What follows belongs to an exercise in optimizing a design on an open flow for small area; a production flow would make more cautious choices.
In this exercise RTL edits were held to simulation tests only and were not proved equivalent to the original.
Power and IR drop assume default switching activity.

$ cat flow/design.v
package rv_core_pkg;
  typedef logic [32-1:0] word_t;
  typedef logic [$clog2(32)-1:0] reg_idx_t;
  typedef logic [$clog2(32)-1:0] bit_idx_t;
  typedef logic [2:0] state_t;
  localparam state_t ST_CLEAR = 3'd0;   
  localparam state_t ST_FETCH = 3'd1;   
  localparam state_t ST_WAIT  = 3'd2;   
  localparam state_t ST_P1    = 3'd3;   
  localparam state_t ST_ROT   = 3'd4;   
  localparam state_t ST_HS    = 3'd5;   
  localparam state_t ST_ALIGN = 3'd6;   
  localparam state_t ST_FINAL = 3'd7;   
endpackage
`timescale 1ns/10ps
module rv_regfile (
  input  logic                  clk,
  input  rv_core_pkg::reg_idx_t rs1_i,
  input  rv_core_pkg::reg_idx_t rs2_i,
  output logic                  rs1_bit_o,
  output logic                  rs2_bit_o,
  input  logic                  wen_i,
  input  logic                  clr_i,
  input  rv_core_pkg::reg_idx_t waddr_i,
  input  logic                  wbit_i
);
  logic [32-1:0] head;
  assign head[0] = 1'b0;
  for (genvar r = 1; r < 32; r++) begin : g_reg
    logic [32-1:0] ring_q;
    logic                we;
    assign we = clr_i | (wen_i && waddr_i == rv_core_pkg::reg_idx_t'(r));
    always_ff @(posedge clk) begin
      ring_q <= {we ? wbit_i : ring_q[0], ring_q[32-1:1]};
    end
    assign head[r] = ring_q[0];
  end
  assign rs1_bit_o = head[rs1_i];
  assign rs2_bit_o = head[rs2_i];
endmodule
`timescale 1ns/10ps
module rv_alu (
  input  logic       clk,
  input  logic       first_i,      
  input  logic       last_i,       
  input  logic       pre_pass_i,   
  input  logic       a_i,
  input  logic       b_i,
  input  logic       sub_i,
  input  logic [2:0] funct3_i,
  input  logic       branch_i,
  input  logic       shift_i,
  input  logic       sra_i,
  input  logic       fill_i,       
  input  logic       buf_bit_i,    
  output logic       sum_o,
  output logic       result_o,
  output logic       flag_o
);
  logic sub_mode;
  logic b_x;
  logic cin;
  logic cout;
  logic cy_q;
  logic flag_q;
  logic eq;
  logic lt;
  logic uns;
  assign sub_mode = pre_pass_i || sub_i;
  assign b_x      = b_i ^ sub_mode;
  assign cin      = first_i ? sub_mode : cy_q;
  assign sum_o    = a_i ^ b_x ^ cin;
  assign cout     = (a_i & b_x) | (cin & (a_i ^ b_x));
  always_ff @(posedge clk) begin
    cy_q <= cout;
  end
  assign eq  = (first_i || flag_q) && !(a_i ^ b_i);
  assign uns = branch_i ? funct3_i[1] : funct3_i[0];
  assign lt  = !cout ^ (!uns && (a_i ^ b_i));
  always_ff @(posedge clk) begin
    if (pre_pass_i) begin
      if (!last_i) begin
        flag_q <= eq;
      end else if (branch_i) begin
        flag_q <= funct3_i[2] ? lt : eq;
      end else begin
        flag_q <= shift_i ? a_i : lt;
      end
    end
  end
  assign flag_o = flag_q;
  always_comb begin
    case (funct3_i)
      3'b000:         result_o = sum_o;
      3'b001, 3'b101: result_o = fill_i ? (sra_i && flag_q) : buf_bit_i;
      3'b010, 3'b011: result_o = first_i && flag_q;
      3'b100:         result_o = a_i ^ b_i;
      3'b110:         result_o = a_i | b_i;
      default:        result_o = a_i & b_i;
    endcase
  end
endmodule
`timescale 1ns/10ps
module rv_inst_decode (
  input  rv_core_pkg::word_t       inst_i,
  input  rv_core_pkg::bit_idx_t    cnt_i,
  output rv_core_pkg::reg_idx_t    rd_o,
  output rv_core_pkg::reg_idx_t    rs1_o,
  output rv_core_pkg::reg_idx_t    rs2_o,
  output logic [2:0]               funct3_o,
  output logic                     alt_o,        
  output logic                     sub_o,
  output logic                     alu_o,        
  output logic                     shift_o,
  output logic                     use_imm_o,
  output logic                     lui_o,
  output logic                     branch_o,
  output logic                     jal_o,
  output logic                     csr_read_o,
  output logic                     csr_write_o,
  output logic                     wr_rd_o,
  output logic                     pre_pass_o,   
  output logic                     imm_bit_o
);
  localparam logic [6:0] OPC_OP     = 7'b0110011;
  localparam logic [6:0] OPC_OP_IMM = 7'b0010011;
  localparam logic [6:0] OPC_LUI    = 7'b0110111;
  localparam logic [6:0] OPC_BRANCH = 7'b1100011;
  localparam logic [6:0] OPC_JAL    = 7'b1101111;
  localparam logic [6:0] OPC_SYSTEM = 7'b1110011;
  logic [6:0] opcode;
  logic [2:0] funct3;
  logic [6:0] funct7;
  logic       f7_zero;
  logic       f7_alt;
  logic       is_op;
  logic       is_op_imm;
  logic       is_shift_f3;
  logic       is_slt_f3;
  logic       is_system;
  assign opcode   = inst_i[6:0];
  assign funct3   = inst_i[14:12];
  assign funct7   = inst_i[31:25];
  assign rd_o     = inst_i[11:7];
  assign rs1_o    = inst_i[19:15];
  assign rs2_o    = inst_i[24:20];
  assign funct3_o = funct3;
  assign alt_o    = inst_i[30];
  assign f7_zero     = (funct7 == 7'b0000000);
  assign f7_alt      = (funct7 == 7'b0100000);
  assign is_shift_f3 = (funct3[1:0] == 2'b01);
  assign is_slt_f3   = (funct3[2:1] == 2'b01);
  assign is_op     = (opcode == OPC_OP) &&
                     (f7_zero || (f7_alt && (funct3 == 3'b000 || funct3 == 3'b101)));
  assign is_op_imm = (opcode == OPC_OP_IMM) &&
                     (!is_shift_f3 || f7_zero || (f7_alt && funct3[2]));
  assign is_system = (opcode == OPC_SYSTEM);
  assign alu_o       = is_op || is_op_imm;
  assign sub_o       = is_op && funct3 == 3'b000 && inst_i[30];
  assign shift_o     = alu_o && is_shift_f3;
  assign lui_o       = (opcode == OPC_LUI);
  assign use_imm_o   = (opcode == OPC_OP_IMM) || lui_o;
  assign branch_o    = (opcode == OPC_BRANCH) && funct3[2:1] != 2'b01;
  assign jal_o       = (opcode == OPC_JAL);
  assign csr_read_o  = is_system && funct3 == 3'b010 && inst_i[31:20] == 12'hFC0;
  assign csr_write_o = is_system && funct3 == 3'b001 && inst_i[31:20] == 12'h7C0;
  assign wr_rd_o     = alu_o || lui_o || jal_o || csr_read_o;
  assign pre_pass_o  = (alu_o && (is_shift_f3 || is_slt_f3)) || branch_o || csr_write_o;
  logic is_b;
  logic is_u;
  logic is_j;
  assign is_b = (opcode == OPC_BRANCH);
  assign is_u = lui_o;
  assign is_j = jal_o;
  always_comb begin
    imm_bit_o = inst_i[31];
    case (cnt_i)
      5'd0:  imm_bit_o = !(is_b || is_j || is_u) && inst_i[20];
      5'd1:  imm_bit_o = is_b ? inst_i[8]  : !is_u && inst_i[21];
      5'd2:  imm_bit_o = is_b ? inst_i[9]  : !is_u && inst_i[22];
      5'd3:  imm_bit_o = is_b ? inst_i[10] : !is_u && inst_i[23];
      5'd4:  imm_bit_o = is_b ? inst_i[11] : !is_u && inst_i[24];
      5'd5:  imm_bit_o = !is_u && inst_i[25];
      5'd6:  imm_bit_o = !is_u && inst_i[26];
      5'd7:  imm_bit_o = !is_u && inst_i[27];
      5'd8:  imm_bit_o = !is_u && inst_i[28];
      5'd9:  imm_bit_o = !is_u && inst_i[29];
      5'd10: imm_bit_o = !is_u && inst_i[30];
      5'd11: imm_bit_o = !is_u && (is_b ? inst_i[7] : is_j ? inst_i[20] : inst_i[31]);
      5'd12: imm_bit_o = (is_u || is_j) ? inst_i[12] : inst_i[31];
      5'd13: imm_bit_o = (is_u || is_j) ? inst_i[13] : inst_i[31];
      5'd14: imm_bit_o = (is_u || is_j) ? inst_i[14] : inst_i[31];
      5'd15: imm_bit_o = (is_u || is_j) ? inst_i[15] : inst_i[31];
      5'd16: imm_bit_o = (is_u || is_j) ? inst_i[16] : inst_i[31];
      5'd17: imm_bit_o = (is_u || is_j) ? inst_i[17] : inst_i[31];
      5'd18: imm_bit_o = (is_u || is_j) ? inst_i[18] : inst_i[31];
      5'd19: imm_bit_o = (is_u || is_j) ? inst_i[19] : inst_i[31];
      default: begin
        if (is_u) begin
          imm_bit_o = inst_i[cnt_i];
        end
      end
    endcase
  end
endmodule
`timescale 1ns/10ps
module rv_core_ctrl (
  input  logic                  clk,
  input  logic                  reset,
  output rv_core_pkg::word_t    imem_req_addr_o,
  output logic                  imem_req_val_o,
  input  logic                  imem_req_rdy_i,
  input  logic                  imem_resp_val_i,
  output logic                  imem_resp_rdy_o,
  input  rv_core_pkg::word_t    mngr2proc_msg_i,
  input  logic                  mngr2proc_val_i,
  output logic                  mngr2proc_rdy_o,
  output rv_core_pkg::word_t    proc2mngr_msg_o,
  output logic                  proc2mngr_val_o,
  input  logic                  proc2mngr_rdy_i,
  input  logic [2:0]            funct3_i,
  input  logic                  alt_i,
  input  logic                  sub_i,
  input  logic                  alu_i,
  input  logic                  shift_i,
  input  logic                  use_imm_i,
  input  logic                  lui_i,
  input  logic                  branch_i,
  input  logic                  jal_i,
  input  logic                  csr_read_i,
  input  logic                  csr_write_i,
  input  logic                  wr_rd_i,
  input  logic                  pre_pass_i,
  input  logic                  imm_bit_i,
  output rv_core_pkg::bit_idx_t cnt_o,
  input  logic                  rs1_bit_i,
  input  logic                  rs2_bit_i,
  output logic                  rf_wen_o,
  output logic                  rf_clr_o,
  output logic                  rf_wbit_o
);
  localparam rv_core_pkg::word_t RESET_PC = 32'h0000_0200;
  rv_core_pkg::state_t   state_q;
  rv_core_pkg::state_t   state_d;
  rv_core_pkg::bit_idx_t cnt_q;
  rv_core_pkg::word_t    pc_q;
  rv_core_pkg::word_t    buf_q;
  logic [4:0]            shamt_q;
  logic                  pcy_q;
  logic first;
  logic last;
  logic st_clear;
  logic st_p1;
  logic st_rot;
  logic st_final;
  logic a_bit;
  logic b_bit;
  logic sum;
  logic result;
  logic flag;
  logic cmp;
  logic fill;
  logic rot_en;
  logic redirect;
  logic pc_b;
  logic pc_cin;
  logic pc_sum;
  logic pc_cout;
  logic new_pc;
  logic buf_in;
  logic buf_en;
  assign cnt_o    = cnt_q;
  assign first    = (cnt_q == 5'd0);
  assign last     = (cnt_q == 5'd31);
  assign st_clear = (state_q == rv_core_pkg::ST_CLEAR);
  assign st_p1    = (state_q == rv_core_pkg::ST_P1);
  assign st_rot   = (state_q == rv_core_pkg::ST_ROT);
  assign st_final = (state_q == rv_core_pkg::ST_FINAL);
  assign imem_req_addr_o = buf_q;
  assign imem_req_val_o  = (state_q == rv_core_pkg::ST_FETCH);
  assign imem_resp_rdy_o = st_final && last;
  assign mngr2proc_rdy_o = st_final && last && csr_read_i;
  assign proc2mngr_msg_o = buf_q;
  assign proc2mngr_val_o = (state_q == rv_core_pkg::ST_HS);
  assign a_bit = jal_i ? pc_q[0] : (lui_i ? 1'b0 : rs1_bit_i);
  assign b_bit = jal_i ? (cnt_q == 5'd2) : (use_imm_i ? imm_bit_i : rs2_bit_i);
  assign cmp    = (cnt_q ^ {5{st_final && funct3_i[2]}}) < shamt_q;
  assign rot_en = cmp ^ !funct3_i[2];
  assign fill   = cmp;
  rv_alu i_alu (
    .clk        (clk),
    .first_i    (first),
    .last_i     (last),
    .pre_pass_i (st_p1),
    .a_i        (a_bit),
    .b_i        (b_bit),
    .sub_i      (sub_i),
    .funct3_i   (funct3_i),
    .branch_i   (branch_i),
    .shift_i    (shift_i),
    .sra_i      (alt_i),
    .fill_i     (fill),
    .buf_bit_i  (buf_q[0]),
    .sum_o      (sum),
    .result_o   (result),
    .flag_o     (flag)
  );
  always_comb begin
    if (csr_read_i) begin
      rf_wbit_o = mngr2proc_msg_i[cnt_q];
    end else if (alu_i) begin
      rf_wbit_o = result;
    end else begin
      rf_wbit_o = sum;
    end
    if (st_clear) begin
      rf_wbit_o = 1'b0;
    end
  end
  assign rf_wen_o = st_final && wr_rd_i;
  assign rf_clr_o = st_clear;
  assign redirect = jal_i || (branch_i && (flag ^ funct3_i[0]));
  assign pc_b     = redirect ? imm_bit_i : (cnt_q == 5'd2);
  assign pc_cin   = !first && pcy_q;
  assign pc_sum   = pc_q[0] ^ pc_b ^ pc_cin;
  assign pc_cout  = (pc_q[0] & pc_b) | (pc_cin & (pc_q[0] ^ pc_b));
  assign new_pc   = st_clear ? RESET_PC[cnt_q] : pc_sum;
  always_ff @(posedge clk) begin
    pcy_q <= pc_cout;
    pc_q  <= {(st_clear || st_final) ? new_pc : pc_q[0], pc_q[31:1]};
  end
  assign buf_in = st_p1 ? rs1_bit_i : (st_rot ? buf_q[0] : new_pc);
  assign buf_en = st_clear || st_final || st_p1 || (st_rot && rot_en);
  always_ff @(posedge clk) begin
    if (buf_en) begin
      buf_q <= {buf_in, buf_q[31:1]};
    end
    if (st_p1 && cnt_q < 5'd5) begin
      shamt_q <= {b_bit, shamt_q[4:1]};
    end
  end
  always_comb begin
    state_d = state_q;
    case (state_q)
      rv_core_pkg::ST_CLEAR: begin
        if (last) state_d = rv_core_pkg::ST_FETCH;
      end
      rv_core_pkg::ST_FETCH: begin
        if (imem_req_rdy_i) state_d = rv_core_pkg::ST_WAIT;
      end
      rv_core_pkg::ST_WAIT: begin
        if (imem_resp_val_i && last) begin
          if (pre_pass_i) begin
            state_d = rv_core_pkg::ST_P1;
          end else if (!csr_read_i || mngr2proc_val_i) begin
            state_d = rv_core_pkg::ST_FINAL;
          end
        end
      end
      rv_core_pkg::ST_P1: begin
        if (last) begin
          state_d = shift_i ? rv_core_pkg::ST_ROT :
                    csr_write_i ? rv_core_pkg::ST_HS : rv_core_pkg::ST_FINAL;
        end
      end
      rv_core_pkg::ST_ROT: begin
        if (last) state_d = rv_core_pkg::ST_FINAL;
      end
      rv_core_pkg::ST_HS: begin
        if (proc2mngr_rdy_i) state_d = rv_core_pkg::ST_ALIGN;
      end
      rv_core_pkg::ST_ALIGN: begin
        if (last) state_d = rv_core_pkg::ST_FINAL;
      end
      default: begin
        if (last) state_d = rv_core_pkg::ST_FETCH;
      end
    endcase
  end
  always_ff @(posedge clk) begin
    if (reset) begin
      state_q <= rv_core_pkg::ST_CLEAR;
      cnt_q   <= '0;
    end else begin
      state_q <= state_d;
      cnt_q   <= cnt_q + 5'd1;
    end
  end
endmodule
`timescale 1ns/10ps
module rv_core (
  input  logic               clk,
  input  logic               reset,
  output rv_core_pkg::word_t imem_req_addr_o,
  output logic               imem_req_val_o,
  input  logic               imem_req_rdy_i,
  input  rv_core_pkg::word_t imem_resp_data_i,
  input  logic               imem_resp_val_i,
  output logic               imem_resp_rdy_o,
  input  rv_core_pkg::word_t mngr2proc_msg_i,
  input  logic               mngr2proc_val_i,
  output logic               mngr2proc_rdy_o,
  output rv_core_pkg::word_t proc2mngr_msg_o,
  output logic               proc2mngr_val_o,
  input  logic               proc2mngr_rdy_i
);
  rv_core_pkg::bit_idx_t cnt;
  rv_core_pkg::reg_idx_t rd;
  rv_core_pkg::reg_idx_t rs1;
  rv_core_pkg::reg_idx_t rs2;
  logic [2:0]            funct3;
  logic                  alt;
  logic                  sub;
  logic                  alu;
  logic                  shift;
  logic                  use_imm;
  logic                  lui;
  logic                  branch;
  logic                  jal;
  logic                  csr_read;
  logic                  csr_write;
  logic                  wr_rd;
  logic                  pre_pass;
  logic                  imm_bit;
  logic                  rs1_bit;
  logic                  rs2_bit;
  logic                  rf_wen;
  logic                  rf_clr;
  logic                  rf_wbit;
  rv_inst_decode i_decode (
    .inst_i      (imem_resp_data_i),
    .cnt_i       (cnt),
    .rd_o        (rd),
    .rs1_o       (rs1),
    .rs2_o       (rs2),
    .funct3_o    (funct3),
    .alt_o       (alt),
    .sub_o       (sub),
    .alu_o       (alu),
    .shift_o     (shift),
    .use_imm_o   (use_imm),
    .lui_o       (lui),
    .branch_o    (branch),
    .jal_o       (jal),
    .csr_read_o  (csr_read),
    .csr_write_o (csr_write),
    .wr_rd_o     (wr_rd),
    .pre_pass_o  (pre_pass),
    .imm_bit_o   (imm_bit)
  );
  rv_core_ctrl i_ctrl (
    .clk             (clk),
    .reset           (reset),
    .imem_req_addr_o (imem_req_addr_o),
    .imem_req_val_o  (imem_req_val_o),
    .imem_req_rdy_i  (imem_req_rdy_i),
    .imem_resp_val_i (imem_resp_val_i),
    .imem_resp_rdy_o (imem_resp_rdy_o),
    .mngr2proc_msg_i (mngr2proc_msg_i),
    .mngr2proc_val_i (mngr2proc_val_i),
    .mngr2proc_rdy_o (mngr2proc_rdy_o),
    .proc2mngr_msg_o (proc2mngr_msg_o),
    .proc2mngr_val_o (proc2mngr_val_o),
    .proc2mngr_rdy_i (proc2mngr_rdy_i),
    .funct3_i        (funct3),
    .alt_i           (alt),
    .sub_i           (sub),
    .alu_i           (alu),
    .shift_i         (shift),
    .use_imm_i       (use_imm),
    .lui_i           (lui),
    .branch_i        (branch),
    .jal_i           (jal),
    .csr_read_i      (csr_read),
    .csr_write_i     (csr_write),
    .wr_rd_i         (wr_rd),
    .pre_pass_i      (pre_pass),
    .imm_bit_i       (imm_bit),
    .cnt_o           (cnt),
    .rs1_bit_i       (rs1_bit),
    .rs2_bit_i       (rs2_bit),
    .rf_wen_o        (rf_wen),
    .rf_clr_o        (rf_clr),
    .rf_wbit_o       (rf_wbit)
  );
  rv_regfile i_regfile (
    .clk       (clk),
    .rs1_i     (rs1),
    .rs2_i     (rs2),
    .rs1_bit_o (rs1_bit),
    .rs2_bit_o (rs2_bit),
    .wen_i     (rf_wen),
    .clr_i     (rf_clr),
    .waddr_i   (rd),
    .wbit_i    (rf_wbit)
  );
endmodule
$ cat flow/flow/run.sh
#!/bin/bash
# Own layout flow: the standard ORFS layout (standard.sh, unchanged
# synthesis), with two changes:
#  - ports are buffered with the smallest buffer (buf_1) instead of the
#    default pick;
#  - the clock tree uses clkbuf_8 buffers with larger sink clusters and no
#    dummy loads.
# Each tool's full output goes to a log file in the work folder.
set -euo pipefail

export BUFFER_PORTS_ARGS="-buffer_cell sky130_fd_sc_hd__buf_1"
export CTS_ARGS="-sink_clustering_enable -repair_clock_nets -dont_use_dummy_load -buf_list sky130_fd_sc_hd__clkbuf_8 -sink_clustering_size 20 -sink_clustering_max_diameter 60"

bash standard.sh > standard_flow.log 2>&1
$ cat flow/standard.sh
#!/bin/bash
# synth_recipe.tcl (not shown) runs the flow's synth.tcl, then flattens the netlist and writes it again
# the make line also repeats each setting of config.mk as NAME=value (left out here)
make -C /OpenROAD-flow-scripts/flow DESIGN_CONFIG=/design/flow/config.mk WORK_HOME=/design/flow/orfs CLKGATE_MAP_FILE= SYNTH_SCRIPT=/design/flow/synth_recipe.tcl "${@:-finish}"
$ cat flow/config.mk
export PLATFORM = sky130hd
export DESIGN_NAME = rv_core
export DESIGN_NICKNAME = rv_core
export VERILOG_FILES = /design/flow/design.v
export SDC_FILE = /design/flow/constraint.sdc
export NUM_CORES = 4
export LEC_CHECK = 0
export CAP_MARGIN = 20
export CORE_MARGIN = 2
export CORE_UTILIZATION = 40
export SLEW_MARGIN = 20
$ cat flow/constraint.sdc
create_clock -name core_clock -period 10.0 [get_ports {clk}]
set_input_delay 2.0000 -clock core_clock [delete_from_list [all_inputs] [get_ports {clk}]]
set_output_delay 2.0000 -clock core_clock [all_outputs]
set_load 0.01 [all_outputs]
==> run summary, run 1 <==
The flow ran to the end and the layout has no timing, DRC or antenna violations. The most critical setup path has its startpoint at imem_resp_data_i[12]. The first-pass GRT wire length is ~61 mm. The share of the Yosys chip area taken by registers is approximately 85%. The count of pins over their slew limit came to 0.

Summing over every cut layer, the via total after detailed routing is about 11000. The maximum net fanout on the critical path is 8. The startpoint of the worst register-to-register path is i_ctrl.cnt_q[0]. The maximum clock skew at final layout came out at about 0.087 ns.

After synthesis, the netlist uses between 70 and 80 different library cells. The initial cell density of the core is between 40% and 50%. The routed wire length came out at 38.8 mm. TritonCTS built the clock tree. The layout cell share with drive strength beyond 1 is under 10%.

The maximum clock insertion buffer count came out at 3. On the worst path, the slowest cell contributes a delay of roughly 0.47 ns. The number of standard-cell rows in the floorplan is about 90.

The maximum number of pins on one net before global-route repair came out at 34. The tree is rooted in a clkbuf_8. The count of buffers from port buffering came out at approximately 140. The measured slew at the worst slew-check pin is a little over 0.9 ns.

The initial antenna violation count was 1. The DRC violation total after the first TritonRoute iteration is about 650. STA classifies the critical path startpoint as a primary input. The tool flagged a number of max-cap violations equal to 0. The cell with the largest stage delay on the worst path is a21oi_1. The number of cells on the worst hold path came out at 0. The growth of design area from synthesis to finish came out at 8.50%. The overflow left after global routing is 0. The number of antenna-violating nets in the routed design is 0. Dividing the detail-routed wire length by the instance count gives approximately 15 um.

approximately 140 I/O pins were placed. The critical path in this run is classified as primary input to output port. Counting stages on the worst path, the most repeated cell is buf_1.

The total area inside the core boundary comes to approximately 63000 sq um. The flip-flop and latch count after synthesis is roughly 1100. The part of the cycle the worst path needs is 67.4%. The highest ir drop seen on vdd is 0.000121 V. For this design the ratio of total power to cell area is 224 nW/um^2.

The overall die width came out at ~260 um. The post-synthesis net count came out at ~1700. The count of mapped cells out of synthesis is 1605. The per-cell via count in the routed design is between 4 and 5. The number of warnings issued by yosys is 4. The detailed-router iteration count before antenna repair is 6.

The routability-driven placement congestion ratio came out at 0.828. The worst min-delay path class is flop to flop. Across every metal layer, demand over resource in global routing totals 11.8%. The fraction of registers with async set or reset after synthesis is 0%. The post-CTS setup repair buffer count came out at 0. The TritonCTS buffer count is 70.

Walking the worst path, the cells encountered are buf_1 > inv_1 > nor2_1 > or2_2 > a21oi_1 > o21ai_0 > nor2b_1 > a211o_1 > nor3_1 > buf_1. In this run the mean area of a mapped cell was between 15 and 20 sq um. The number of flops mapped to enable cells by yosys is 38. The required time of the worst setup path is approximately 8.0 ns. The total of endpoints with negative setup slack in the final report came out at 0. The via count of the first global-routing pass came out at about 11000. Setup repair after global routing left no endpoint under its margin.

The die boundary height is 257 um. In the synthesized netlist the dominant register cell turns out to be dfxtp_1. At the worst endpoint, the arrival time is ~4.7 ns. The smallest clock period supported by the final layout is computed as about 6.7 ns.

The final-layout setup total negative slack came out at 0 ns. Counting every sink on the clock net gives ~1100. In the routed design, unresolved DRC markers number 0. The logic depth of the worst register-to-register path came out at 19. The design draws between 6000 and 7000 uW. The startpoint identified for the worst hold timing path is i_regfile.g_reg[6].ring_q[17]. The area of the die is between 60000 and 70000 sq um. The number of filler instances in the final layout is roughly 5600. The number of gates resized after CTS was 0. The kind of capture point of the worst setup path is an output port. At the later pin of the worst-skew pair, clock insertion delay measures 0.67 ns. The leakage power summed over all cells came out at around 0.011 uW.

The post-layout net count is approximately 1800. Timing would allow up to 148 MHz. The final hold violation count is 0. The H-tree depth is 3. The clock transition at the register clock pins on the worst setup and hold paths after CTS is approximately 0.1 ns. For this design, the CTS-stage hold fixing added 0 buffers.

Headroom to the max-slew limit came out at 38.4%. The detailed placement HPWL came out at 25.4 mm. The netlist area before placement is ~26000 sq um.
## cells in the mapped netlist, types with 3 or more instances
library cell	instances	area [sq um]
edfxtp_1	38	1140
a222oi_1	4	40.0
nand2b_1	7	43.8
nor3_1	18	90.1
nand3b_1	5	37.5
mux2_1	5	56.3
inv_1	17	63.8
o2111ai_1	5	43.8
xor2_1	4	35.0
xnor2_1	9	78.8
buf_1	5	18.8
buf_6	3	33.8
and3_1	9	56.3
mux2i_1	13	130
nor2b_1	15	93.8
nand4_1	6	37.5
nand3_1	50	250
o21ai_0	19	95.1
dfxtp_1	1034	20700
nand4b_1	4	35.0
buf_2	8	40.0
nand2_1	61	229
buf_4	33	248
o21ai_1	30	150
mux4_2	29	653
o22ai_1	3	18.8
nor4b_1	3	26.3
clkbuf_1	28	105
nor4_1	6	37.5
ha_1	10	125
nor2_1	35	131
and2_1	6	37.5
a211o_1	4	35.0
mux2_2	8	90.1
a21oi_1	16	80.1
## per-stage QoR
step / hold WS (ns) / cells / setup slack, ns / instance area [sq um] / util [%]
floorplan: 0.310 / 1605 / 4.14 / 25600 / -
global placement: 0.310 / 2518 / 2.72 / 26800 / 42.4
detailed placement: 0.312 / 2518 / 2.66 / 26800 / 42.4
CTS: 0.250 / 2588 / 3.33 / 27800 / 43.9
global route: 0.242 / 2589 / 3.15 / 27800 / 44.0
finish: 0.242 / 2591 / 3.26 / 27800 / 44.0
## layer usage
metal  routed length (um)  vias up  GRT usage, %
met2                16200      294          17.3
met3                 2200       81          3.25
met1                19400     5374          16.8
met5                   13        -             0
li1                     -     5527             -
met4                 1050        2          4.28
## final cells by class
class                      instances  area, sq um  area share, %
clock buffer                      70          963           3.47
inverter                          17         63.8          0.230
multi-input combinational        439         3280           11.8
tap                              846         1060           3.81
antenna                            2         5.00         0.0180
timing repair buffer             145          578           2.08
sequential                      1072        21800           78.6
## cell usage in the layout, fill, tap and decap left out, types with 9 or more instances in the layout
| cell type | instances |
|---|---|
| nor2b_1 | 15 |
| edfxtp_1 | 38 |
| mux2i_1 | 13 |
| inv_1 | 17 |
| nand3_1 | 50 |
| dfxtp_1 | 1034 |
| xnor2_1 | 9 |
| clkbuf_8 | 70 |
| ha_1 | 10 |
| a21oi_1 | 16 |
| o21ai_1 | 30 |
| mux4_2 | 29 |
| nand2_1 | 61 |
| buf_1 | 137 |
| and3_1 | 9 |
| o21ai_0 | 19 |
| nor3_1 | 18 |
| nor2_1 | 35 |
## registers in the layout (all words and copies together) (netlist names)
| signal | flops |
|---|---|
| i_regfile.g.ring_q | 992 |
| i_ctrl.buf_q | 32 |
| i_ctrl.pc_q | 32 |
| i_ctrl.cnt_q | 5 |
| i_ctrl.shamt_q | 5 |
| i_ctrl.state_q | 3 |
| i_ctrl.i_alu.cy_q | 1 |
| i_ctrl.i_alu.flag_q | 1 |
| i_ctrl.pcy_q | 1 |
## final timing paths
path,to,slack [ns]
hold reg to reg,i_regfile.g_reg[6].ring_q[16],0.24
setup / recovery,imem_resp_rdy_o,3.26
setup reg to reg,i_regfile.g_reg[15].ring_q[31],4.25
hold / removal,i_regfile.g_reg[6].ring_q[16],0.24
## power breakdown
group / internal [uW] / switching, uW
Sequential: 4300 / 6.11
Combinational: 55.0 / 83.5
Clock: 632 / 1140
## kinds of logic (layout without fill, tap and decap cells)
kind of cell	after synthesis	count (layout)	synth area share, %
compound gates	118	118	3.16
xor+xnor	13	13	0.445
fa+ha+maj	12	12	0.645
buf+inv	94	232	1.99
flops	1072	1072	85.3
mux	56	56	3.69
other cells	0	2	0
simple gates	240	240	4.79
## critical path: cells and delay by family
family / cells / cell delay (ns)
AOI/OAI and AO/OA: 3 / 1.06
buffers and inverters: 3 / 0.81
and+or+nand+nor: 4 / 0.87
==> inputs of run 2 (changes only) <==
--- a/flow/design.v
+++ b/flow/design.v
@@ -7,8 +7,8 @@
   localparam state_t ST_FETCH = 3'd1;   
   localparam state_t ST_WAIT  = 3'd2;   
-  localparam state_t ST_P1    = 3'd3;   
-  localparam state_t ST_ROT   = 3'd4;   
-  localparam state_t ST_HS    = 3'd5;   
-  localparam state_t ST_ALIGN = 3'd6;   
+  localparam state_t ST_LB    = 3'd3;   
+  localparam state_t ST_P1    = 3'd4;   
+  localparam state_t ST_ROT   = 3'd5;   
+  localparam state_t ST_HS    = 3'd6;   
   localparam state_t ST_FINAL = 3'd7;   
 endpackage
@@ -16,19 +16,27 @@
 module rv_regfile (
   input  logic                  clk,
-  input  rv_core_pkg::reg_idx_t rs1_i,
-  input  rv_core_pkg::reg_idx_t rs2_i,
-  output logic                  rs1_bit_o,
-  output logic                  rs2_bit_o,
+  input  rv_core_pkg::reg_idx_t raddr_i,
+  output logic                  rbit_o,
   input  logic                  wen_i,
-  input  logic                  clr_i,
+  input  logic                  clr_i,      
   input  rv_core_pkg::reg_idx_t waddr_i,
   input  logic                  wbit_i
 );
   logic [32-1:0] head;
+  logic [7:0]              wrow;
+  logic [3:0]              wcol;
+  always_comb begin
+    for (int j = 0; j < 8; j++) begin
+      wrow[j] = clr_i || (wen_i && waddr_i[4:2] == 3'(j));
+    end
+    for (int i = 0; i < 4; i++) begin
+      wcol[i] = clr_i || waddr_i[1:0] == 2'(i);
+    end
+  end
   assign head[0] = 1'b0;
   for (genvar r = 1; r < 32; r++) begin : g_reg
     logic [32-1:0] ring_q;
     logic                we;
-    assign we = clr_i | (wen_i && waddr_i == rv_core_pkg::reg_idx_t'(r));
+    assign we = wrow[r / 4] && wcol[r % 4];
     always_ff @(posedge clk) begin
       ring_q <= {we ? wbit_i : ring_q[0], ring_q[32-1:1]};
@@ -36,6 +44,5 @@
     assign head[r] = ring_q[0];
   end
-  assign rs1_bit_o = head[rs1_i];
-  assign rs2_bit_o = head[rs2_i];
+  assign rbit_o = head[raddr_i];
 endmodule
 `timescale 1ns/10ps
@@ -120,4 +127,5 @@
   output logic                     csr_write_o,
   output logic                     wr_rd_o,
+  output logic                     load_b_o,     
   output logic                     pre_pass_o,   
   output logic                     imm_bit_o
@@ -166,4 +174,5 @@
   assign csr_write_o = is_system && funct3 == 3'b001 && inst_i[31:20] == 12'h7C0;
   assign wr_rd_o     = alu_o || lui_o || jal_o || csr_read_o;
+  assign load_b_o    = is_op || branch_o;
   assign pre_pass_o  = (alu_o && (is_shift_f3 || is_slt_f3)) || branch_o || csr_write_o;
   logic is_b;
@@ -231,9 +240,12 @@
   input  logic                  csr_write_i,
   input  logic                  wr_rd_i,
+  input  logic                  load_b_i,
   input  logic                  pre_pass_i,
   input  logic                  imm_bit_i,
   output rv_core_pkg::bit_idx_t cnt_o,
-  input  logic                  rs1_bit_i,
-  input  logic                  rs2_bit_i,
+  input  rv_core_pkg::reg_idx_t rs1_i,
+  input  rv_core_pkg::reg_idx_t rs2_i,
+  output rv_core_pkg::reg_idx_t rf_raddr_o,
+  input  logic                  rf_rbit_i,
   output logic                  rf_wen_o,
   output logic                  rf_clr_o,
@@ -251,4 +263,5 @@
   logic last;
   logic st_clear;
+  logic st_lb;
   logic st_p1;
   logic st_rot;
@@ -274,4 +287,5 @@
   assign last     = (cnt_q == 5'd31);
   assign st_clear = (state_q == rv_core_pkg::ST_CLEAR);
+  assign st_lb    = (state_q == rv_core_pkg::ST_LB);
   assign st_p1    = (state_q == rv_core_pkg::ST_P1);
   assign st_rot   = (state_q == rv_core_pkg::ST_ROT);
@@ -283,6 +297,7 @@
   assign proc2mngr_msg_o = buf_q;
   assign proc2mngr_val_o = (state_q == rv_core_pkg::ST_HS);
-  assign a_bit = jal_i ? pc_q[0] : (lui_i ? 1'b0 : rs1_bit_i);
-  assign b_bit = jal_i ? (cnt_q == 5'd2) : (use_imm_i ? imm_bit_i : rs2_bit_i);
+  assign rf_raddr_o = st_lb ? rs2_i : rs1_i;
+  assign a_bit = jal_i ? pc_q[0] : (lui_i ? 1'b0 : rf_rbit_i);
+  assign b_bit = jal_i ? (cnt_q == 5'd2) : (use_imm_i ? imm_bit_i : buf_q[0]);
   assign cmp    = (cnt_q ^ {5{st_final && funct3_i[2]}}) < shamt_q;
   assign rot_en = cmp ^ !funct3_i[2];
@@ -330,6 +345,6 @@
     pc_q  <= {(st_clear || st_final) ? new_pc : pc_q[0], pc_q[31:1]};
   end
-  assign buf_in = st_p1 ? rs1_bit_i : (st_rot ? buf_q[0] : new_pc);
-  assign buf_en = st_clear || st_final || st_p1 || (st_rot && rot_en);
+  assign buf_in = (st_lb || st_p1) ? rf_rbit_i : (st_rot ? buf_q[0] : new_pc);
+  assign buf_en = st_clear || st_final || st_lb || st_p1 || (st_rot && rot_en);
   always_ff @(posedge clk) begin
     if (buf_en) begin
@@ -351,5 +366,7 @@
       rv_core_pkg::ST_WAIT: begin
         if (imem_resp_val_i && last) begin
-          if (pre_pass_i) begin
+          if (load_b_i) begin
+            state_d = rv_core_pkg::ST_LB;
+          end else if (pre_pass_i) begin
             state_d = rv_core_pkg::ST_P1;
           end else if (!csr_read_i || mngr2proc_val_i) begin
@@ -358,4 +375,7 @@
         end
       end
+      rv_core_pkg::ST_LB: begin
+        if (last) state_d = pre_pass_i ? rv_core_pkg::ST_P1 : rv_core_pkg::ST_FINAL;
+      end
       rv_core_pkg::ST_P1: begin
         if (last) begin
@@ -364,11 +384,8 @@
         end
       end
-      rv_core_pkg::ST_ROT: begin
-        if (last) state_d = rv_core_pkg::ST_FINAL;
-      end
       rv_core_pkg::ST_HS: begin
-        if (proc2mngr_rdy_i) state_d = rv_core_pkg::ST_ALIGN;
+        if (proc2mngr_rdy_i) state_d = rv_core_pkg::ST_ROT;
       end
-      rv_core_pkg::ST_ALIGN: begin
+      rv_core_pkg::ST_ROT: begin
         if (last) state_d = rv_core_pkg::ST_FINAL;
       end
@@ -421,8 +438,9 @@
   logic                  csr_write;
   logic                  wr_rd;
+  logic                  load_b;
   logic                  pre_pass;
   logic                  imm_bit;
-  logic                  rs1_bit;
-  logic                  rs2_bit;
+  rv_core_pkg::reg_idx_t rf_raddr;
+  logic                  rf_rbit;
   logic                  rf_wen;
   logic                  rf_clr;
@@ -446,4 +464,5 @@
     .csr_write_o (csr_write),
     .wr_rd_o     (wr_rd),
+    .load_b_o    (load_b),
     .pre_pass_o  (pre_pass),
     .imm_bit_o   (imm_bit)
@@ -475,9 +494,12 @@
     .csr_write_i     (csr_write),
     .wr_rd_i         (wr_rd),
+    .load_b_i        (load_b),
     .pre_pass_i      (pre_pass),
     .imm_bit_i       (imm_bit),
     .cnt_o           (cnt),
-    .rs1_bit_i       (rs1_bit),
-    .rs2_bit_i       (rs2_bit),
+    .rs1_i           (rs1),
+    .rs2_i           (rs2),
+    .rf_raddr_o      (rf_raddr),
+    .rf_rbit_i       (rf_rbit),
     .rf_wen_o        (rf_wen),
     .rf_clr_o        (rf_clr),
@@ -486,8 +508,6 @@
   rv_regfile i_regfile (
     .clk       (clk),
-    .rs1_i     (rs1),
-    .rs2_i     (rs2),
-    .rs1_bit_o (rs1_bit),
-    .rs2_bit_o (rs2_bit),
+    .raddr_i   (rf_raddr),
+    .rbit_o    (rf_rbit),
     .wen_i     (rf_wen),
     .clr_i     (rf_clr),
--- a/flow/config.mk
+++ b/flow/config.mk
@@ -8,4 +8,6 @@
 export CAP_MARGIN = 20
 export CORE_MARGIN = 2
-export CORE_UTILIZATION = 40
+export CORE_UTILIZATION = 60
+export PLACE_DENSITY = 0.75
 export SLEW_MARGIN = 20
+export SYNTH_HIERARCHICAL = 1
==> run summary, run 2 <==
The routability-driven placement congestion ratio came out at 0.882 (+6.5%). The number of distinct standard cells referenced by the synthesized netlist is 74 (+1.4%). Walking the worst path, the cells encountered are buf_1 > nand4bb_1 > nor3_2 > a21boi_0 > o21bai_1 > a32o_1 > a31oi_1 > mux2i_1 > o21ai_0 > inv_1 > xnor2_1 > fa_1 > or2_1 > a21oi_1 > a211oi_1 > a21oi_1 > mux2i_1 > mux2_2 > o32ai_1 > o22a_1 > mux2_2. The required time of the worst setup path came out at 10.51 ns (+2.51 ns). The post-layout net count was 1752 (-4.1%).

The detailed-router iteration count before antenna repair came out at 4 (-2). The first-pass GRT wire length came to 57.8 mm (-5.7%). The growth of design area from synthesis to finish is 6.55%. The number of maximum-capacitance constraint violations is 0 (unchanged). The leakage power summed over all cells is 0.0107 uW (+2.0%). The worst register-to-register path ends at i_regfile.g_reg[15].ring_q[31]. The fraction of registers with async set or reset after synthesis came out at 0% (unchanged).

The count of boundary I/O pins came out at 138 (unchanged). The detailed placement HPWL was 24.1 mm (-5.1%). The biggest area contributor in the post-synthesis netlist is dfxtp_1. The TritonCTS buffer count is 67 (-4.3%). The final-layout setup total negative slack came out at 0 ns (unchanged). The maximum number of pins on one net before global-route repair came to 33 (-2.9%). The overflow left after global routing is 0 (unchanged). The maximum clock frequency came out at 148 MHz (-0.18%). The setup slack of the worst register-to-register path came out at 3.62 ns (-0.63 ns). The total chip power came out at 6120 uW (-1.5%). The buffering stage count on the worst path with inverters included is 2 (-1). The final cell count without fillers came out at 2208 (-15%). The initial antenna violation count is 2 (+1). The maximum clock skew at final layout was 0.0930 ns (+0.00641 ns). More flip-flops sit in one register than any other, and that register is i_regfile.g.ring_q.

The most common library cell in the layout ignoring fill and taps is dfxtp_1. The via count of the first global-routing pass came to 10500 (-4.9%). The die boundary height is 210 um (-18%). The cell sitting at the root of the clock tree is a clkbuf_8. In the final layout, the registers with the most flip-flops are i_regfile.g.ring_q: 992 flops, i_ctrl.buf_q: 32 flops, i_ctrl.pc_q: 32 flops. The post-CTS setup repair buffer count is 0 (unchanged). By area the synthesized netlist is led by dfxtp_1, edfxtp_1, mux2_2. The DRC violations left came to 0 (unchanged). The count of mapped cells out of synthesis came out at 1531 (-4.6%). The initial cell density of the core came out at 60.6% (+20 points).

The highest ir drop seen on vdd is 0.000205 V (+70%). The clock transition at the register clock pins on the worst setup and hold paths after CTS came out at 0.11 ns (about the same). The routed wire length came out at 37.7 mm (-2.9%).

The number of standard-cell rows in the floorplan came to 75 (-18%). In the post-synthesis netlist, the cell with the most instances is dfxtp_1. The logic depth of the worst register-to-register path came out at 20 (+1). The per-cell via count in the routed design came out at 4.77 (+9.5%).

The number of hold buffers added after CTS came out at 0 (unchanged). The post-detailed-placement cell area came to 26100 sq um (-2.7%). The final period demand of the worst path is 6.75 ns (+0.0119 ns). The number of antenna-violating nets in the routed design came to 0 (unchanged).

The number of flip-flops under the largest register name came out at 992 (unchanged). The total number of vias is 10500 (-6.7%). The number of instances in the placed design came out at 2139 (-15%). The DRC violation total after the first TritonRoute iteration came out at 641 (-1.2%). The delay contributed by the slowest stage of the critical path came out at 0.83 ns (+0.36 ns). The power per unit of standard cell area came out at 227 nW/um^2 (+1.3%). The clock net sink count came to 1072 (unchanged). The area share of the leading cell type in the synthesized netlist came out at 81.7% (+0.83 points).

The total routing resource utilization after global routing came to 17.4% (+5.6 points). The count of buffers from port buffering is 137 (unchanged). The maximum net fanout on the critical path came out at 31 (+23). The area of the die came out at 43900 sq um (-34%). The most critical setup path has its endpoint at i_regfile.g_reg[15].ring_q[31]. The part of the cycle the worst path needs came out at 67.5% (+0.12 points).

In this design, the largest share of critical-path delay is due to compound AO/OA/AOI/OAI gates. The slowest stage of the critical path belongs to the cell o22a_1. The worst setup path is launched from a primary input. The type of the worst setup path is primary input to flop. The library cells used most frequently in the layout, excluding fill and tap cells, are dfxtp_1, buf_1, clkbuf_8. The count of instances resized after the clock tree is built is 0 (unchanged).

Setup repair after global routing left no endpoint under its margin. The kind of capture point of the worst setup path is a flop. The count of pins over their slew limit came out at 0 (unchanged). The number of flops mapped to enable cells by yosys came out at 38 (unchanged).

TritonCTS built the clock tree. The mean instance size in the synthesized netlist came out at 16.6 sq um (+3.8%). In this run the worst hold path is classified as flop to flop. The commonest cells after synthesis are dfxtp_1, nand2_1, buf_4. The utilization of the core after routing is 64.5% (+21 points). The netlist area before placement is 25300 sq um (-1.0%). The sequential fraction of the synthesis area was 86.2% (+0.87 points).

The worst slew slack as a fraction of its limit is 33.5% (-4.9 points). The post-synthesis net count is 1614 (-4.3%). The final instance area came out at 27000 sq um (-2.8%). The number of warnings issued by yosys came out at 10 (+6). The per-cell routed wire length came out at 17.1 um (+14%).

The final hold violation count came to 0 (unchanged). The number of filler instances in the final layout is 2873 (-49%). The dominant synthesized flop cell is dfxtp_1. In this run the critical register-to-register path is launched from i_ctrl.state_q[2]. The flip-flop and latch count after synthesis is 1072 (unchanged). The overall die width came out at 210 um (-18%). The worst-skew pair later-pin latency came out at 0.66 ns (about the same).

The run finished with no timing, DRC or antenna violations. The measured slew at the worst slew-check pin is 0.997 ns (+0.0814 ns). The layout cell share with drive strength beyond 1 is 8.28% (+1.0 points). The placeable core region is 41900 sq um (-34%). The path length in cells of the critical path is 21 (+11).

The data arrival at the endpoint of the critical path is 7.26 ns (+2.52 ns). The critical path starts at imem_resp_data_i[3]. The H-tree depth is 3 (unchanged). The maximum clock insertion buffer count is 3 (unchanged). The total of endpoints with negative setup slack in the final report came out at 0 (unchanged).
==> run 2: changes by cell type after synthesis, moves of 6 or more <==
cell / delta
o21ai_1: -29
nor2_1: -16
nor3b_1: +8
mux2_2: +30
nor3_1: -8
nand3_1: -35
buf_4: +20
mux4_1: +9
clkbuf_1: -18
mux4_2: -21
inv_1: +6
nand2_1: -7
o21ai_0: -8
==> run 2: layout make-up <==
cell class / count / area [sq um] / share of cell area (%)
Clock buffer: 67 / 922 / 3.41
Sequential cell: 1072 / 21800 / 80.9
Multi-Input combinational cell: 360 / 2910 / 10.8
Inverter: 23 / 86.3 / 0.320
Tap cell: 539 / 674 / 2.50
Antenna cell: 2 / 5.00 / 0.0185
Timing Repair Buffer: 145 / 574 / 2.13
==> run 2: cell families after synthesis <==
logic type,Yosys count,share of synthesized area [%]
and+or+nand+nor,174,3.80
muxes,73,4.06
buffers and inverters,99,2.39
AOI/OAI and AO/OA,89,2.51
adders and majority gates,13,0.701
xor gates and xnor gates,11,0.380
DFF,1072,86.2
==> run 2: metrics by stage <==
stage          hold slack (ns)  setup slack (ns)
3_5_place_dp             0.312              2.67
3_3_place_gp             0.310              2.83
6_report                 0.290              3.25
5_1_grt                  0.289              2.86
4_1_cts                  0.293              3.28
2_1_floorplan            0.310              4.03
==> run 2: how the worst min path moves through the flow <==
stage	startpoint	to	cells past startpoint
2_1_floorplan	i_ctrl.pc_q[1]	i_ctrl.pc_q[0]	0
3_3_place_gp	i_regfile.g_reg[7].ring_q[6]	i_regfile.g_reg[7].ring_q[5]	0
3_5_place_dp	i_regfile.g_reg[22].ring_q[30]	i_regfile.g_reg[22].ring_q[29]	0
4_1_cts	i_regfile.g_reg[9].ring_q[7]	i_regfile.g_reg[9].ring_q[6]	0
5_1_grt	i_regfile.g_reg[7].ring_q[21]	i_regfile.g_reg[7].ring_q[20]	0
6_report	i_regfile.g_reg[7].ring_q[21]	i_regfile.g_reg[7].ring_q[20]	0
==> run 2: modules after synthesis (local to each module, per instance), excerpt <==
module	cells	flip-flops and latches
rv_alu	37	2
rv_core_ctrl	263	78
rv_inst_decode	126	0
rv_regfile	1105	992
==> run 2: power breakdown <==
group | internal, uW | switching (uW) | leakage [uW] | total, uW
clock network | 607 | 1130 | 0.000482 | 1740
registers | 4290 | 4.08 | 0.00877 | 4290
logic | 36.8 | 48.7 | 0.00148 | 85.5
==> run 2: layer usage <==
| layer | vias to the layer above | global-route usage [%] | share of wire (%) |
|---|---|---|---|
| li1 | 5200 | - | - |
| met1 | 4930 | 23.2 | 47 |
| met2 | 311 | 27.4 | 44 |
| met3 | 86 | 4.20 | 5.5 |
| met4 | 0 | 7.90 | 3.7 |
| met5 | - | 0 | 0 |
==> inputs of run 3 (changes only) <==
==> flow/flow/run.sh (replaced) <==
#!/bin/bash
# Own layout flow: the standard ORFS layout (standard.sh) with these
# changes:
#  - synthesis is the standard flow's script (synth_recipe.tcl, run unchanged) except that
#    the one ABC call that maps the combinational logic uses an area-oriented
#    script (flow/abc_area_map.tcl); registers are mapped as before;
#  - ports are buffered with the smallest buffer (buf_1);
#  - the clock tree uses clkbuf_8 buffers with larger sink clusters and no
#    dummy loads.
# Each tool's full output goes to a log file in the work folder (ORFS writes
# its per-step logs under orfs/logs).
set -euo pipefail

work=$(pwd)

export BUFFER_PORTS_ARGS="-buffer_cell sky130_fd_sc_hd__buf_1"
export CTS_ARGS="-sink_clustering_enable -repair_clock_nets -dont_use_dummy_load -buf_list sky130_fd_sc_hd__clkbuf_8 -sink_clustering_size 20 -sink_clustering_max_diameter 60"

# Synthesis script: the ABC override, then the standard flow's own script
{
  cat "$work/flow/abc_area_map.tcl"
  printf 'source %s\n' "$work/synth_recipe.tcl"
} > "$work/synth_area.tcl"

if grep -q 'SYNTH_SCRIPT=' standard.sh; then
  sed -E "s#SYNTH_SCRIPT=[^ ]+#SYNTH_SCRIPT=$work/synth_area.tcl#" standard.sh > standard_area.sh
else
  cp standard.sh standard_area.sh
fi

bash standard_area.sh > standard_flow.log 2>&1
==> flow/flow/abc_area_map.tcl (new file) <==
# Area-oriented combinational mapping. ORFS's synth.tcl maps the logic with
# one "abc ... -constr ..." call; that call is replaced by an ABC run with an
# area script (choice computation, then area-only mapping). Every other abc
# call is passed through unchanged.
proc abc {args} {
  if {[lsearch $args -constr] >= 0} {
    set lib [lindex $args [expr {[lsearch $args -liberty] + 1}]]
    set dont_use {}
    foreach c $::env(DONT_USE_CELLS) {
      lappend dont_use -dont_use $c
    }
    yosys abc -liberty $lib {*}$dont_use -script "+strash;dch;map,-a;topo"
  } else {
    yosys abc {*}$args
  }
}
==> run summary, run 3 <==
The count of mapped cells out of synthesis is 1631 (+6.5%). The count of pins over their slew limit is 0 (unchanged). The critical path goes through buf_1 > clkinv_1 > nor3_1 > clkinv_1 > nor4_1 > clkinv_1 > a2111o_1 > a211oi_1 > o32ai_1 > a21oi_1 > a22oi_1 > xor2_1 > fa_1 > o21ai_0 > nand2_1 > o21ai_0 > o21ai_0 > a21oi_1 > clkinv_1 > a31oi_1. The leakage power summed over all cells came out at 0.0106 uW (-1.7%). Ranked by total cell area, the synthesized netlist is headed by dfxtp_1, edfxtp_1, buf_4. The flip-flop and latch count after synthesis is 1072 (unchanged). The utilization of the core after routing came out at 64.9% (+0.40 points).

The worst hold path belongs to the class flop to flop. The library cell occupying the most area in the post-synthesis netlist is dfxtp_1. The via count of the first global-routing pass came to 10800 (+2.5%). The final-layout setup total negative slack came out at 0 ns (unchanged).

The worst slew slack as a fraction of its limit is 27.6% (-5.9 points). The worst setup path is of the primary input to flop kind. The total of endpoints with negative setup slack in the final report came out at 0 (unchanged). The required time of the worst setup path is 10.59 ns (+0.08 ns). The number of cells on the worst hold path is 0 (unchanged). The library cells used most frequently in the layout, excluding fill and tap cells, are dfxtp_1, buf_1, clkinv_1. The power per unit of standard cell area is 353 nW/um^2 (+56%). The post-layout net count is 1868 (+6.6%). The worst-skew pair later-pin latency is 0.66 ns (about the same).

The library cell used most frequently in the layout, excluding fill and tap cells, is dfxtp_1. The maximum clock insertion buffer count is 3 (unchanged). The number of standard-cell rows in the floorplan is 74 (-1.3%). The pre-CTS worst setup slack came out at 2.79 ns (+0.124 ns). The growth of design area from synthesis to finish came out at 6.79%. The slowest stage of the critical path belongs to the cell clkinv_1. The final cell count without fillers came to 2317 (+4.9%).

The dominant synthesized flop cell is dfxtp_1. Setup repair after global routing left no endpoint under its margin. The most repeated library cell on the critical path is clkinv_1.

The first-pass GRT wire length is 57.9 mm (+0.29%). The clock transition at the register clock pins on the worst setup and hold paths after CTS came out at 0.11 ns (about the same). The number of instances in the placed design came out at 2254 (+5.4%).

In this run the clock root is driven by a clkbuf_8. The number of distinct standard cells referenced by the synthesized netlist came to 39 (-47%). In this run the critical register-to-register path is launched from i_ctrl.state_q[0]. The overall die width is 207 um (-1.0%). The number of flip-flops under the largest register name is 992 (unchanged).

The share of the synthesized netlist area taken by xor and xnor gates is 0.282% (-0.098 points). For hold timing, the worst endpoint is i_regfile.g_reg[5].ring_q[21]. The number of warnings issued by yosys was 10 (unchanged). The compound-gate portion of the synthesized area came to 4.84% (+2.3 points). The maximum number of pins on one net before global-route repair came out at 33 (unchanged). The number of hold buffers added after CTS came out at 0 (unchanged). The sequential fraction of the synthesis area came to 88.0% (+1.8 points). The smallest setup slack after layout was 3.41 ns (+0.165 ns). In the final layout, the registers with the most flip-flops are i_regfile.g.ring_q: 992 flops, i_ctrl.buf_q: 32 flops, i_ctrl.pc_q: 32 flops. The commonest cells after synthesis are dfxtp_1, clkinv_1, nor2_1. The setup slack of the worst register-to-register path was 3.84 ns (+0.22 ns). The per-cell via count in the routed design is 4.77 (+0.14%).

The number of antenna-violating nets in the routed design is 0 (unchanged). The netlist area before placement came out at 24800 sq um (-2.1%). The worst setup path is captured at a flop. The fraction of registers with async set or reset after synthesis came out at 0% (unchanged). The flow ran to the end and the layout has no timing, DRC or antenna violations. The routed wire length was 37.0 mm (-1.9%). The clock net sink count came out at 1072 (unchanged).

The initial antenna violation count came out at 1 (-1). The maximum net fanout on the critical path was 31 (unchanged). The H-tree depth came out at 2 (-1). The data arrival at the endpoint of the critical path came out at 7.18 ns (-0.08 ns). The final period demand of the worst path came to 6.59 ns (-0.165 ns). The total routing resource utilization after global routing is 17.2% (-0.28 points). The per-cell routed wire length came out at 16.0 um (-6.5%). The highest ir drop seen on vdd came out at 0.000253 V (+23%).

The startpoint identified for the worst hold timing path is i_regfile.g_reg[5].ring_q[22]. The TritonCTS buffer count came out at 61 (-9.0%). The area of the die is 43000 sq um (-2.0%). The maximum clock frequency is 152 MHz (+2.5%).

The delay contributed by the slowest stage of the critical path is 0.68 ns (-0.15 ns). The initial cell density of the core was 60.8% (+0.24 points). The adder and majority gate portion of the synthesized area came out at 0.716% (+0.015 points). The routability-driven placement congestion ratio came to 0.891 (+1.0%). The post-CTS setup repair buffer count is 0 (unchanged).

The CTS tree is built. The total number of vias came out at 11100 (+5.1%). The placeable core region came out at 40800 sq um (-2.4%). By area, the combinational part of the netlist is dominated by compound AO/OA/AOI/OAI gates. The post-synthesis net count was 1714 (+6.2%).

The number of flops mapped to enable cells by yosys is 38 (unchanged). The basic-gate share of the synthesized area counting and, or, nand and nor cells came out at 3.34% (-0.46 points). The maximum clock skew at final layout is 0.0528 ns (-0.0402 ns). The die boundary height came out at 207 um (-1.0%). The kind of start point of the critical path is a primary input. Yosys instantiated no cell more often than dfxtp_1. The mean instance size in the synthesized netlist is 15.2 sq um (-8.1%).

The detailed-router iteration count before antenna repair is 5 (+1). The area share of the leading cell type in the synthesized netlist is 83.4% (+1.7 points). The worst register-to-register path ends at i_regfile.g_reg[19].ring_q[31].

The proportion of synthesized area in mux cells is 0% (-4.1 points). The register with the highest flop count is i_regfile.g.ring_q. The count of buffers from port buffering was 137 (unchanged). The logic depth of the worst register-to-register path came out at 25 (+25%). The measured slew at the worst slew-check pin came out at 1.08 ns (+0.0786 ns). The count of boundary I/O pins came out at 138 (unchanged). The DRC violations left came out at 0 (unchanged).

The DRC violation total after the first TritonRoute iteration was 671 (+4.7%). The final hold violation count is 0 (unchanged). The count of instances resized after the clock tree is built was 0 (unchanged). The number of filler instances in the final layout came to 2889 (+0.56%). The part of the cycle the worst path needs is 65.9% (-1.6 points).

The number of maximum-capacitance constraint violations is 0 (unchanged). The overflow left after global routing came out at 0 (unchanged). The layout cell share with drive strength beyond 1 came out at 4.21% (-4.1 points). The detailed placement HPWL is 24.2 mm (+0.41%).
## run 3: cell count changes after synthesis, sizes merged, moves of 12 or more
cell,before,now
mux2i,15,0
o21ai,12,52
clkinv,0,87
nand2,54,71
mux2,41,0
nor2,20,86
inv,23,0
mux4,17,0
nor2b,12,0
a21oi,19,55
a31oi,5,38
buf,65,51
## run 3: metrics by stage
stage               area (sq um)  hold slack, ns  total power, uW
finish                     26500           0.269             9370
global route               26500           0.262             9840
CTS                        26500           0.266             9480
detailed placement         25700           0.312             7800
global placement           25700           0.310             7710
floorplan                  24800           0.310             7320
## run 3: critical path: cells and delay by family
family | cells | cell delay [ns]
xor+xnor | 1 | 0.23
compound gates | 10 | 2.18
simple gates | 3 | 0.97
buf+inv | 5 | 1.29
fa+ha+maj | 1 | 0.50
## run 3: metal layers
layer	global-route usage, %	vias up	share of wire [%]	wire [um]
met1	24.9	5209	49	18100
met3	3.13	66	4.9	1800
met4	5.86	0	2.5	907
met2	26.2	281	44	16200
met5	0	-	0	0
li1	-	5506	-	-
## run 3: per-module statistics from Yosys (local to each module, per instance), excerpt
module          cell area [sq um]  flops+latches  cells  copies in the design
rv_inst_decode                768              0    143                     1
rv_alu                        259              2     38                     1
rv_core_ctrl                 3200             78    310                     1
rv_regfile                  20600            992   1140                     1
## run 3: cell type report
type	count	area [sq um]	share of cell area [%]
timing repair buffer	142	552	2.08
tap	532	666	2.51
inverter	87	327	1.23
sequential	1072	21800	82.4
clock buffer	61	840	3.17
multi-input combinational	421	2280	8.62
antenna	2	5.00	0.0189
## run 3: power breakdown
| part | total, uW | switching (uW) | internal [uW] | leakage (uW) |
|---|---|---|---|---|
| Sequential | 6950 | 604 | 6350 | 0.00905 |
| Combinational | 755 | 514 | 242 | 0.00107 |
| Clock | 1660 | 1110 | 548 | 0.000439 |
| Total | 9370 | 2230 | 7140 | 0.0106 |
## run 3: how the worst max path moves through the flow
stage                   startpoint                        endpoint  slack, ns  cells past startpoint
3_5_place_dp   imem_resp_data_i[4]  i_regfile.g_reg[26].ring_q[31]       2.79                     20
5_1_grt        imem_resp_data_i[4]  i_regfile.g_reg[20].ring_q[31]       2.75                     20
4_1_cts        imem_resp_data_i[4]  i_regfile.g_reg[26].ring_q[31]       3.49                     20
2_1_floorplan  imem_resp_data_i[6]   i_regfile.g_reg[2].ring_q[31]       3.69                     21
6_report       imem_resp_data_i[4]  i_regfile.g_reg[19].ring_q[31]       3.41                     20
3_3_place_gp   imem_resp_data_i[4]  i_regfile.g_reg[27].ring_q[31]       2.97                     20
## run 3: cell families (layout without fill, tap and decap cells)
kind of cell               Yosys count  count (layout)
other                                0               2
and+or+nand+nor                    200             200
adders and majority gates           13              13
AOI/OAI and AO/OA                  200             200
buffers and inverters              138             290
DFF                               1072            1072
xor gates and xnor gates             8               8
==> inputs of run 4 (changes only) <==
--- a/flow/flow/run.sh
+++ b/flow/flow/run.sh
@@ -6,14 +6,13 @@
 #    script (flow/abc_area_map.tcl); registers are mapped as before;
 #  - ports are buffered with the smallest buffer (buf_1);
-#  - the clock tree uses clkbuf_8 buffers with larger sink clusters and no
-#    dummy loads.
-# Each tool's full output goes to a log file in the work folder (ORFS writes
-# its per-step logs under orfs/logs).
 set -euo pipefail
 
 work=$(pwd)
+results="$work/orfs/results/sky130hd/rv_core/base"
 
 export BUFFER_PORTS_ARGS="-buffer_cell sky130_fd_sc_hd__buf_1"
-export CTS_ARGS="-sink_clustering_enable -repair_clock_nets -dont_use_dummy_load -buf_list sky130_fd_sc_hd__clkbuf_8 -sink_clustering_size 20 -sink_clustering_max_diameter 60"
+cts_args() {
+  echo "-sink_clustering_enable -repair_clock_nets -dont_use_dummy_load -buf_list sky130_fd_sc_hd__clkbuf_8 -sink_clustering_size $1 -sink_clustering_max_diameter 60"
+}
 
 # Synthesis script: the ABC override, then the standard flow's own script
@@ -29,3 +28,12 @@
 fi
 
-bash standard_area.sh > standard_flow.log 2>&1
+CTS_ARGS=$(cts_args 22) bash standard_area.sh > standard_flow.log 2>&1
+
+slew=$(RESULTS="$results" openroad -no_init -exit "$work/flow/clock_slew.tcl" 2> clock_slew_err.log \
+         | tee clock_slew.log | awk '/^CLOCK_SLEW/ {print $2}' || true)
+echo "largest clock-pin slew: ${slew:-unknown} ns" >> clock_slew.log
+if [[ -z "$slew" ]] || awk -v s="$slew" 'BEGIN {exit !(s > 0.124)}'; then
+  mv orfs orfs_try1
+  rm -f out/final.def
+  CTS_ARGS=$(cts_args 20) bash standard_area.sh > standard_flow2.log 2>&1
+fi
==> flow/flow/clock_slew.tcl (new file) <==
# Prints the largest flip-flop clock-pin slew (ns) of the final layout, with
# its extracted parasitics. Reads the results folder from RESULTS.
set plat $::env(FLOW_HOME)/platforms/sky130hd
read_lef $plat/lef/sky130_fd_sc_hd.tlef
read_lef $plat/lef/sky130_fd_sc_hd_merged.lef
read_liberty $plat/lib/sky130_fd_sc_hd__tt_025C_1v80.lib
read_db $::env(RESULTS)/6_final.odb
read_sdc $::env(RESULTS)/6_final.sdc
read_spef $::env(RESULTS)/6_final.spef
set_propagated_clock [all_clocks]
set worst 0
foreach pin [get_pins -hierarchical */CLK] {
  set s [get_property $pin slew_max]
  if {$s > $worst} {
    set worst $s
  }
}
puts "CLOCK_SLEW $worst"
==> run summary, run 4 <==
The flow ran to the end and the layout has no timing, DRC or antenna violations. The number of standard-cell rows in the floorplan came out at 74 (unchanged). The total chip power came out at 9320 uW (-0.51%). The library cell occupying the most area in the post-synthesis netlist is dfxtp_1. The worst slew slack as a fraction of its limit is 27.1% (-0.50 points). dfxtp_1 is the most common cell in the netlist. The number of flip-flops under the largest register name came out at 992 (unchanged). Counting stages on the worst path, the most repeated cell is clkinv_1. The overall die width is 207 um (unchanged). The total routing resource utilization after global routing is 17.1% (about the same). The fraction of registers with async set or reset after synthesis is 0% (unchanged).

The routability-driven placement congestion ratio was 0.891 (unchanged). The register with the most flip-flops in the final layout is i_regfile.g.ring_q. The part of the cycle the worst path needs is 66.1% (+0.19 points). The TritonCTS buffer count came out at 56 (-8.2%). The internal power is 7090 uW (-0.62%). The cell with the largest stage delay on the worst path is clkinv_1. The final hold violation count came out at 0 (unchanged). The final-layout setup total negative slack came out at 0 ns (unchanged).

The number of antenna-violating nets in the routed design is 0 (unchanged). For this run, the leading register cell type out of synthesis is dfxtp_1. The final period demand of the worst path came to 6.61 ns (+0.0190 ns).

The switching power share of the total is 23.9% (+0.083 points). The detailed-router iteration count before antenna repair is 7 (+2). The area of the die came out at 43000 sq um (unchanged). The count of boundary I/O pins came out at 138 (unchanged). The post-CTS setup repair buffer count is 0 (unchanged). The initial cell density of the core is 60.8% (unchanged). The end of the worst register-to-register path is i_regfile.g_reg[19].ring_q[31]. The leakage power summed over all cells came out at 0.0105 uW (-0.34%). The flip-flop and latch count after synthesis is 1072 (unchanged). The maximum clock frequency was 151 MHz (-0.29%).

The number of cells on the worst hold path came to 0 (unchanged). The layout cell share with drive strength beyond 1 came to 3.94% (-0.27 points). The routed wire length was 37.0 mm (about the same). The maximum net fanout on the critical path came to 31 (unchanged).

The clock net sink count came out at 1072 (unchanged). The worst setup path is of the primary input to flop kind. The per-cell via count in the routed design came out at 4.79 (+0.30%). The first-pass GRT wire length is 57.6 mm (-0.48%). The overflow left after global routing is 0 (unchanged). The count of buffers from port buffering is 137 (unchanged). The largest registers in the layout are i_regfile.g.ring_q: 992 flops, i_ctrl.buf_q: 32 flops, i_ctrl.pc_q: 32 flops. The detailed placement HPWL came out at 24.2 mm (unchanged). The count of mapped cells out of synthesis came out at 1631 (unchanged).

Leaving out fill and tap cells, the most frequent cells in the layout are dfxtp_1, buf_1, clkinv_1. On the critical path the largest part of the delay comes from compound AO/OA/AOI/OAI gates. The worst-skew pair later-pin latency is 0.69 ns (+0.03 ns). The netlist area before placement was 24800 sq um (unchanged). The maximum clock insertion buffer count came to 3 (unchanged). The logic depth of the worst register-to-register path is 24 (-4.0%). The via count of the first global-routing pass is 10700 (-0.98%).

The power per unit of standard cell area was 352 nW/um^2 (-0.25%). The worst-case hold path end point is i_regfile.g_reg[21].ring_q[27]. The startpoint of the worst register-to-register path is i_ctrl.state_q[0]. TritonCTS built the clock tree.

The DRC violations left came to 0 (unchanged). The measured slew at the worst slew-check pin is 1.08 ns (+0.00746 ns). The clock transition at the register clock pins on the worst setup and hold paths after CTS came out at 0.12 ns (about the same). The worst min-delay path class is flop to flop.

The mean instance size in the synthesized netlist is 15.2 sq um (unchanged). The H-tree depth was 2 (unchanged). The maximum number of pins on one net before global-route repair is 33 (unchanged).

The per-cell routed wire length is 16.0 um (+0.21%). By area the synthesized netlist is led by dfxtp_1, edfxtp_1, buf_4. The highest ir drop seen on vdd is 0.000242 V (-4.3%). The required time of the worst setup path came to 10.58 ns (about the same).

The number of warnings issued by yosys is 10 (unchanged). The sequential fraction of the synthesis area is 88.0% (unchanged). The area share of the leading cell type in the synthesized netlist is 83.4% (unchanged). The setup slack of the worst register-to-register path came out at 3.79 ns (-0.05 ns).
-- run 4: worst max path at each step --
stage / slack [ns] / end / from / cells after the start
2_1_floorplan: 3.69 / i_regfile.g_reg[2].ring_q[31] / imem_resp_data_i[6] / 21
3_3_place_gp: 2.97 / i_regfile.g_reg[27].ring_q[31] / imem_resp_data_i[4] / 20
3_5_place_dp: 2.79 / i_regfile.g_reg[26].ring_q[31] / imem_resp_data_i[4] / 20
4_1_cts: 3.49 / i_regfile.g_reg[19].ring_q[31] / imem_resp_data_i[4] / 20
5_1_grt: 2.81 / i_regfile.g_reg[3].ring_q[31] / imem_resp_data_i[4] / 20
6_report: 3.39 / i_regfile.g_reg[19].ring_q[31] / imem_resp_data_i[4] / 20
-- run 4: per-layer routing --
metal,GRT usage [%],up-vias,share of wire [%]
met4,5.22,0,2.4
met2,26.2,289,44
met5,0,-,0
met3,3.69,64,5.6
li1,-,5494,-
met1,24.8,5224,48
-- run 4: through the flow --
| stage | hold WS, ns | setup WS (ns) | instance area (sq um) | std cells | util [%] |
|---|---|---|---|---|---|
| after floorplan | 0.310 | 3.69 | 24800 | 1631 | - |
| after global placement | 0.310 | 2.97 | 25700 | 2254 | 62.8 |
| final | 0.270 | 3.39 | 26400 | 2312 | 64.8 |
| after global routing | 0.278 | 2.81 | 26400 | 2310 | 64.8 |
| after detailed placement | 0.312 | 2.79 | 25700 | 2254 | 62.9 |
| after CTS | 0.276 | 3.49 | 26400 | 2310 | 64.8 |
-- run 4: cells by family (layout without fill, tap and decap cells) --
family / Yosys count / in the layout / synth area share (%)
flip-flops: 1072 / 1072 / 88.0
AO/OA/AOI/OAI: 200 / 200 / 4.84
AND/OR/NAND/NOR: 200 / 200 / 3.34
buffers and inverters: 138 / 285 / 2.86
adder cells (fa/ha/maj): 13 / 13 / 0.716
XOR/XNOR: 8 / 8 / 0.282
other: 0 / 2 / 0
-- run 4: cell type report --
| type | count | area, sq um |
|---|---|---|
| Timing Repair Buffer | 142 | 552 |
| Multi-Input combinational cell | 421 | 2280 |
| Inverter | 87 | 327 |
| Antenna cell | 2 | 5.00 |
| Tap cell | 532 | 666 |
| Clock buffer | 56 | 771 |
| Fill cell | 2900 | 14400 |
| Sequential cell | 1072 | 21800 |
-- run 4: per-module statistics from Yosys (local to each module, per instance), excerpt --
module / flip-flops and latches / area, sq um / cells inside / copies in the design
rv_alu: 2 / 259 / 38 / 1
rv_regfile: 992 / 20600 / 1140 / 1
rv_core_ctrl: 78 / 3200 / 310 / 1
rv_inst_decode: 0 / 768 / 143 / 1
-- run 4: power groups by stage --
stage / Clock, uW / Combinational [uW] / Sequential [uW]
finish: 1620 / 755 / 6950
global route: 1800 / 838 / 7150
CTS: 1670 / 755 / 7000
detailed placement: 0 / 751 / 7050
global placement: 0 / 726 / 6980
floorplan: 0 / 549 / 6780

[port drivers added, routing unchanged]
Ports are ideal in the flow. The routed layouts listed here were re-timed in OpenROAD.
Step 1, drivers: a clkbuf_16 drives clk and a buf_2 each remaining input, both assumed.
Step 2, shift: input delay + t, output delay - t, t = (earliest + latest rising clock arrival at the registers) / 2. This alone moves slack from input paths to output paths.
Three values: ideal, step 1, step 2; two values: the first two.
run | shift t [ns] | setup WS [ns] | worst setup path at the end | cell pins on the clock port's net
run 1 | 0.673 | 3.257 / 3.236 / 2.971 | input to register | 1
run 2 | 0.663 | 3.245 / 3.271 / 2.607 | input to register | 1
run 3 | 0.686 | 3.410 / 3.420 / 2.745 | input to register | 1
run 4 | 0.691 | 3.391 / 3.411 / 2.724 | input to register | 1
After both steps setup and hold are still met in every run listed. The setup slack of run 4, which loses most, moves by +0.020 ns with the drivers and by -0.667 ns with both steps.
